What follows belongs to an exercise in optimizing a design on an open flow for small area, a short achievable clock period and few clock cycles per item; a production flow would make more cautious choices. Only simulation tests tie the RTL to the original design; equivalence was not proved. Power and IR drop assume default switching activity.

`run.sh`:
```
#!/bin/bash
# synth_recipe.tcl (not shown) runs the flow's synth.tcl, then flattens the netlist and writes it again
# the make line also repeats each setting of config.mk as NAME=value (left out here)
make -C /OpenROAD-flow-scripts/flow DESIGN_CONFIG=/design/flow/config.mk WORK_HOME=/design/flow/orfs CLKGATE_MAP_FILE= SYNTH_SCRIPT=/design/flow/synth_recipe.tcl finish
```
`config.mk`:
```
export PLATFORM = sky130hd
export DESIGN_NAME = pipelined_prime_sieve
export DESIGN_NICKNAME = pipelined_prime_sieve
export VERILOG_FILES = /design/flow/design.v
export SDC_FILE = /design/flow/constraint.sdc
export NUM_CORES = 4
export LEC_CHECK = 0
export CAP_MARGIN = 20
export CORE_MARGIN = 2
export CORE_UTILIZATION = 45
export PLACE_DENSITY = 0.6
export SLEW_MARGIN = 20
```
`constraint.sdc`:
```
create_clock -name core_clock -period 4.0 [get_ports {clk}]
set_input_delay 0.8000 -clock core_clock [delete_from_list [all_inputs] [get_ports {clk}]]
set_output_delay 0.8000 -clock core_clock [all_outputs]
set_load 0.01 [all_outputs]
```
`design.v`:
```
module pipelined_prime_sieve #(
	parameter int VALUE_BITS = 16,
	parameter int NUM_STAGES = 64
) (
	input  logic                  clk,
	input  logic                  arst_n,
	input  logic                  in_valid,
	output logic                  in_ready,
	input  logic [VALUE_BITS-1:0] in_candidate,
	output logic                  out_valid,
	input  logic                  out_ready,
	output logic [VALUE_BITS-1:0] out_prime_value,
	output logic                  out_table_full
);
	localparam int SMALLEST_PRIME = 2;
	localparam int IW = (NUM_STAGES > 1) ? $clog2(NUM_STAGES) : 1;
	localparam int CW = $clog2(NUM_STAGES + 1);
	localparam int BW = $clog2(VALUE_BITS + 1);
	typedef enum logic [2:0] {ST_IDLE, ST_FETCH, ST_LOAD, ST_DIV, ST_CHECK, ST_DONE} state_t;
	state_t                state_q;
	logic [VALUE_BITS-1:0] cand_q;
	logic [VALUE_BITS-1:0] shift_q;
	logic [VALUE_BITS-1:0] rem_q;
	logic [VALUE_BITS-1:0] div_q;
	logic [BW-1:0]         bit_q;
	logic [CW-1:0]         used_q;
	logic [CW-1:0]         idx_q;
	logic [VALUE_BITS-1:0] mem [0:NUM_STAGES-1];
	logic [VALUE_BITS-1:0] rd_q;
	logic                  out_valid_q;
	logic [VALUE_BITS-1:0] out_val_q;
	logic                  out_full_q;
	logic [VALUE_BITS:0]   rem_sh;
	logic [VALUE_BITS:0]   rem_sub;
	assign rem_sh  = {rem_q, shift_q[VALUE_BITS-1]};
	assign rem_sub = rem_sh - {1'b0, div_q};
	assign in_ready        = (state_q == ST_IDLE);
	assign out_valid       = out_valid_q;
	assign out_prime_value = out_val_q;
	assign out_table_full  = out_full_q;
	always_ff @(posedge clk) begin
		rd_q <= mem[idx_q[IW-1:0]];
		if (state_q == ST_DONE && !out_valid_q && used_q < CW'(NUM_STAGES))
			mem[used_q[IW-1:0]] <= cand_q;
	end
	always_ff @(posedge clk or negedge arst_n) begin
		if (!arst_n) begin
			state_q     <= ST_IDLE;
			used_q      <= '0;
			idx_q       <= '0;
			out_valid_q <= 1'b0;
		end else begin
			if (out_valid_q && out_ready)
				out_valid_q <= 1'b0;
			unique case (state_q)
				ST_IDLE: begin
					if (in_valid) begin
						cand_q <= in_candidate;
						idx_q  <= '0;
						if (in_candidate >= VALUE_BITS'(SMALLEST_PRIME))
							state_q <= ST_FETCH;
					end
				end
				ST_FETCH: begin
					if (idx_q >= used_q)
						state_q <= ST_DONE;
					else
						state_q <= ST_LOAD;
				end
				ST_LOAD: begin
					div_q   <= rd_q;
					shift_q <= cand_q;
					rem_q   <= '0;
					bit_q   <= '0;
					state_q <= ST_DIV;
				end
				ST_DIV: begin
					shift_q <= {shift_q[VALUE_BITS-2:0], 1'b0};
					if (!rem_sub[VALUE_BITS])
						rem_q <= rem_sub[VALUE_BITS-1:0];
					else
						rem_q <= rem_sh[VALUE_BITS-1:0];
					bit_q <= bit_q + 1'b1;
					if (bit_q == BW'(VALUE_BITS - 1))
						state_q <= ST_CHECK;
				end
				ST_CHECK: begin
					if (rem_q == '0)
						state_q <= ST_IDLE;
					else begin
						idx_q   <= idx_q + 1'b1;
						state_q <= ST_FETCH;
					end
				end
				ST_DONE: begin
					if (!out_valid_q) begin
						out_valid_q <= 1'b1;
						out_val_q   <= cand_q;
						out_full_q  <= (used_q >= CW'(NUM_STAGES));
						if (used_q < CW'(NUM_STAGES))
							used_q <= used_q + 1'b1;
						state_q <= ST_IDLE;
					end
				end
				default: state_q <= ST_IDLE;
			endcase
		end
	end
endmodule
```
==> metrics list <==
- The critical path in this run is classified as flop to flop.
- Unrepaired setup endpoints after global routing: no
- Post-synthesis instance area: approximately 45000 um^2
* Total CTS buffers: 114
- In the layout the commonest cells are sky130_fd_sc_hd__edfxtp_1 (1110), sky130_fd_sc_hd__mux4_2 (309), sky130_fd_sc_hd__nor2_1 (124).
- The total overflow left after global routing is 0.
- The floorplan has between 100 and 150 rows.
- Relative contribution of combinational cells to total power: a little under a quarter
- EDFF count, synth: 1110
* Most frequent standard cell in the layout excluding fill and tap cells: sky130_fd_sc_hd__edfxtp_1
- The via count of the first global-routing pass was roughly 22000.
- Grt met2 use: a little under a third
- Met1 track demand over resource: 31.3%
- Layout Nets: around 2300
* Clock buffer depth: 3
- Total leakage power: around 16 nW
* Post-detailed-route via-to-cell ratio: 5.86
* Buffer count from post-CTS setup fixing: 0
* Placer congestion estimate: approximately 0.8
* PortBufs: 38
* Leading cell types by total area after synthesis: sky130_fd_sc_hd__edfxtp_1 (75%), sky130_fd_sc_hd__mux4_2 (16%), sky130_fd_sc_hd__nor2_1 (1.1%), sky130_fd_sc_hd__dfrtp_1 (1.0%), sky130_fd_sc_hd__nand2_1 (0.82%)
- Clock-pin slew was measured on the worst setup and hold paths at 0.06 ns.
- Routed WL: 104000 um
- Final-layout setup total negative slack: 0 ns
- The hold violation count in the final report was 0.
- Warnings, synthesis: 1
- Reported net switching power: ~8.7 mW
* Clock sink count: ~1100
- The pre-antenna-repair detailed-routing pass consisted of 8 iterations.
* Fillcell total: roughly 7700
- Setup clock skew after layout: roughly 0.035 ns
- Number of storage elements in the synthesis netlist: roughly 1100
- Synthesized instance count: approximately 2100
- Detailed placement finished with a half-perimeter wire length of slightly above 60000 um.
- Clock root buffer: sky130_fd_sc_hd__clkbuf_16
- The die covers ~100000 um^2.
- Max transition margin: 32.0%
- Seq pwr share: between 40% and 50%
* Starting utilization of the core area: 45.4%
* Switching power share of the total: approximately 27%
* Synth unique cells: 51
* Cts-stage hold buffer count: 0
- Die Height: 319 um
* Clock tree from TritonCTS: done
* Met3 demand-to-capacity share in global routing: 3.40%
- In the final routed layout, each cell accounts on average for around 28 um.
- The worst-case IR drop observed on VDD is 0.000386 V.
- In this run, the number of DRC markers left after iteration 0 of detailed routing was 2555.
* Residual DRC: 0
- Before CTS, the worst setup slack after placement is between 0.5 and 0.6 ns.
* Layout cell share with drive strength beyond 1: a little over a quarter
* Clock network fraction of design power: approximately a third
- The worst setup path is captured at a flop.
- The die is ~320 um wide.
- For this run, asynchronously set or reset flops after synthesis account for approximately 1.6%.
* Startpoint class of the critical path: flop
- The final max-slew violation count came to 0.
- Core footprint: approximately 100000 um^2
- For the pin with the worst max-slew slack, the measured transition is slightly above 1 ns.
- Cell taking the most area after synthesis: sky130_fd_sc_hd__edfxtp_1
- The number of antenna violations at the first check in global routing was 0.
- Share of the clock period used by the worst path after layout: approximately 86%
- Worst hold slack: 0.418 ns
* Antenna viol nets, final: 0
* Critical hold path startpoint: rd_q[0]$_DFF_P_
- Top Usage Layer GRT: met2
* Global-route usage over all layers: between 20% and 30%
- Clock insertion delay at the later pin of the skew report: ~0.71 ns
- Each instance of the synthesized netlist takes up on average 21.2 um^2.
* Synthesis-to-finish area growth: 14.6%
- Number of endpoints failing setup at the final stage: 0
- For this run, the leading register cell type out of synthesis is sky130_fd_sc_hd__edfxtp_1.
* Crit. Startpoint: idx_q[0]$_DFFE_PN0P_
- Entering global routing, the biggest net connects 67 pins.
- Fin crit period: approximately 3.5 ns
* Reg2reg start: idx_q[0]$_DFFE_PN0P_
- When the netlist entered floorplanning its net count stood at approximately 2200.
* First-pass GRT wire length: 154000 um
- Storage cell area: 34100 um^2
- Post-CTS sizing: 0
* Kind of path behind the tightest hold check: flop to flop
- Total via count after detailed routing: roughly 22000
* Total I/O pin count: 39
- Arrival time reported for the critical path endpoint: roughly 4 ns
- The tool flagged a number of max-cap violations equal to 0.
- The internal portion of the total power is approximately 23 mW.
* Critical path peak fanout: 26
* Share of synthesized area occupied by flip-flops and latches: 76.4%
- Top-area cell type share of the netlist area: around three quarters
* Slack of the critical path: 0.548 ns
- Area of the multi-input gates: 9910 um^2
- The H-tree generated during clock tree synthesis spans 3 levels.
* Data required time of the critical path: 4.55 ns
* Highest Clock Rate: between 200 and 300 MHz
* Power per cell area: about 620 nW/um^2
* Run status: timing/DRC/antenna clean
[metrics by stage]
| stage | power [mW] | std cells | cell area [um^2] | utilization (%) |
|---|---|---|---|---|
| floorplan | 19.2 | 2106 | 44600 | - |
| global placement | 21.5 | 3461 | 47300 | 48.1 |
| detailed placement | 21.6 | 3462 | 47300 | 48.1 |
| CTS | 32.3 | 3678 | 51100 | 51.9 |
| global route | 33.2 | 3682 | 51200 | 52.0 |
| finish | 31.9 | 3683 | 51200 | 52.0 |
[power groups by stage]
stage / logic, mW / clock network (mW) / registers, mW
detailed placement: 7.32 / 0 / 14.3
finish: 7.28 / 10.6 / 14.0
CTS: 7.35 / 10.8 / 14.1
global placement: 7.24 / 0 / 14.3
global route: 7.84 / 11.3 / 14.1
floorplan: 5.13 / 0 / 14.1
[cells in the mapped netlist (2+ instances only)]
| cell | number |
|---|---|
| sky130_fd_sc_hd__dfrtp_1 | 18 |
| sky130_fd_sc_hd__clkbuf_1 | 51 |
| sky130_fd_sc_hd__buf_2 | 22 |
| sky130_fd_sc_hd__a2111oi_0 | 11 |
| sky130_fd_sc_hd__buf_6 | 10 |
| sky130_fd_sc_hd__o21a_1 | 5 |
| sky130_fd_sc_hd__o2111ai_1 | 3 |
| sky130_fd_sc_hd__o211ai_1 | 5 |
| sky130_fd_sc_hd__a21o_1 | 7 |
| sky130_fd_sc_hd__or3_1 | 13 |
| sky130_fd_sc_hd__a211o_1 | 2 |
| sky130_fd_sc_hd__ha_1 | 28 |
| sky130_fd_sc_hd__a211oi_1 | 11 |
| sky130_fd_sc_hd__xor2_1 | 7 |
| sky130_fd_sc_hd__nor3_1 | 10 |
| sky130_fd_sc_hd__a221o_1 | 11 |
| sky130_fd_sc_hd__nand2_1 | 98 |
| sky130_fd_sc_hd__o31ai_1 | 2 |
| sky130_fd_sc_hd__edfxtp_1 | 1110 |
| sky130_fd_sc_hd__dfxtp_1 | 16 |
| sky130_fd_sc_hd__nor2b_1 | 4 |
| sky130_fd_sc_hd__a21oi_1 | 35 |
| sky130_fd_sc_hd__xnor2_1 | 12 |
| sky130_fd_sc_hd__a22oi_1 | 10 |
| sky130_fd_sc_hd__inv_1 | 38 |
| sky130_fd_sc_hd__nand3_1 | 22 |
| sky130_fd_sc_hd__and2_1 | 17 |
| sky130_fd_sc_hd__o21ai_0 | 22 |
| sky130_fd_sc_hd__buf_1 | 15 |
| sky130_fd_sc_hd__nor2_1 | 126 |
| sky130_fd_sc_hd__a311oi_1 | 2 |
| sky130_fd_sc_hd__mux4_2 | 309 |
| sky130_fd_sc_hd__and3_1 | 7 |
| sky130_fd_sc_hd__nand4_1 | 6 |
| sky130_fd_sc_hd__nor4_1 | 10 |
| sky130_fd_sc_hd__o22ai_1 | 6 |
| sky130_fd_sc_hd__buf_4 | 7 |
| sky130_fd_sc_hd__nand2b_1 | 5 |
[registers in the layout, summed over array words and instances (netlist names)]
name / flops
out_val_q: 16
state_q: 3
div_q: 16
out_valid_q: 1
used_q: 7
mem: 1024
bit_q: 5
cand_q: 16
idx_q: 7
shift_q: 16
out_full_q: 1
rd_q: 16
rem_q: 16
[kinds of logic (layout without fill, tap and decap cells)]
logic type                 count (synthesis)  after routing  synth area share, %
xor gates and xnor gates                  19             19                0.373
buffers and inverters                    144            433                 1.50
adders and majority gates                 29             29                0.830
other                                      0              1                    0
and+or+nand+nor                          322            322                 3.18
muxes                                    309            309                 15.6
AOI/OAI and AO/OA                        139            139                 2.13
DFF                                     1144           1144                 76.4
[layer usage]
| layer | share of wire [%] | vias up |
|---|---|---|
| li1 | - | 9122 |
| met2 | 47 | 730 |
| met1 | 44 | 11600 |
| met3 | 6.7 | 138 |
| met4 | 2.1 | 0 |
| met5 | 0 | - |
[worst max-delay path, cell delays in order (launching register included)]
cell	delay, ns
sky130_fd_sc_hd__dfrtp_4	0.55
sky130_fd_sc_hd__buf_12	0.27
sky130_fd_sc_hd__buf_12	0.26
sky130_fd_sc_hd__buf_4	0.30
sky130_fd_sc_hd__mux4_2	0.60
sky130_fd_sc_hd__mux4_2	0.48
sky130_fd_sc_hd__a22oi_1	0.68
sky130_fd_sc_hd__nand2_1	0.11
[cell type report]
cell class | instances | area share, %
Antenna cell | 1 | 0.00489
Clock buffer | 159 | 6.31
Clock inverter | 57 | 1.05
Inverter | 39 | 0.291
Multi-Input combinational cell | 818 | 19.4
Sequential cell | 1144 | 66.7
Tap cell | 1287 | 3.15
Timing Repair Buffer | 178 | 3.15
[path summary, 6_finish.rpt]
kind | endpoint | slack, ns | cells after the start
worst max-delay path | rd_q[14]$_DFF_P_ | 0.55 | 7
worst min-delay path | div_q[0]$_DFFE_PP_ | 0.42 | 0
worst max register to register | rd_q[14]$_DFF_P_ | 0.55 | 7
min in group asynchronous | out_valid_q$_DFF_PN0_ | 0.47 | 2
worst min register to register | div_q[0]$_DFFE_PP_ | 0.42 | 0
max in group asynchronous | idx_q[1]$_DFFE_PN0P_ | 3.27 | 2
Testbench counts, summed over its fixed seeds: cycles 1,222,854, items 6,467.

## port drivers added, routing unchanged
Ports are ideal in the flow. The routed layout listed here was re-timed in OpenROAD. Step 1, drivers: a clkbuf_16 drives clk and a buf_2 each remaining input, both assumed. Step 2 also shifts input and output timing later by t, the mid clock arrival at the registers, as if the neighbouring blocks saw the same clock. Slacks: no drivers / after step 1 / after step 2; pairs: no drivers / after step 1.
shift t [ns]: 0.766
setup WS [ns]: 0.548 / 0.548 / 0.548
latest minus earliest clock arrival (ns): 0.036 / 0.036
cell pins on the clock port's net: 1
After both steps this run still meets setup and hold. The setup slack of this run moves by 0.000 ns with the drivers and by 0.000 ns with both steps.
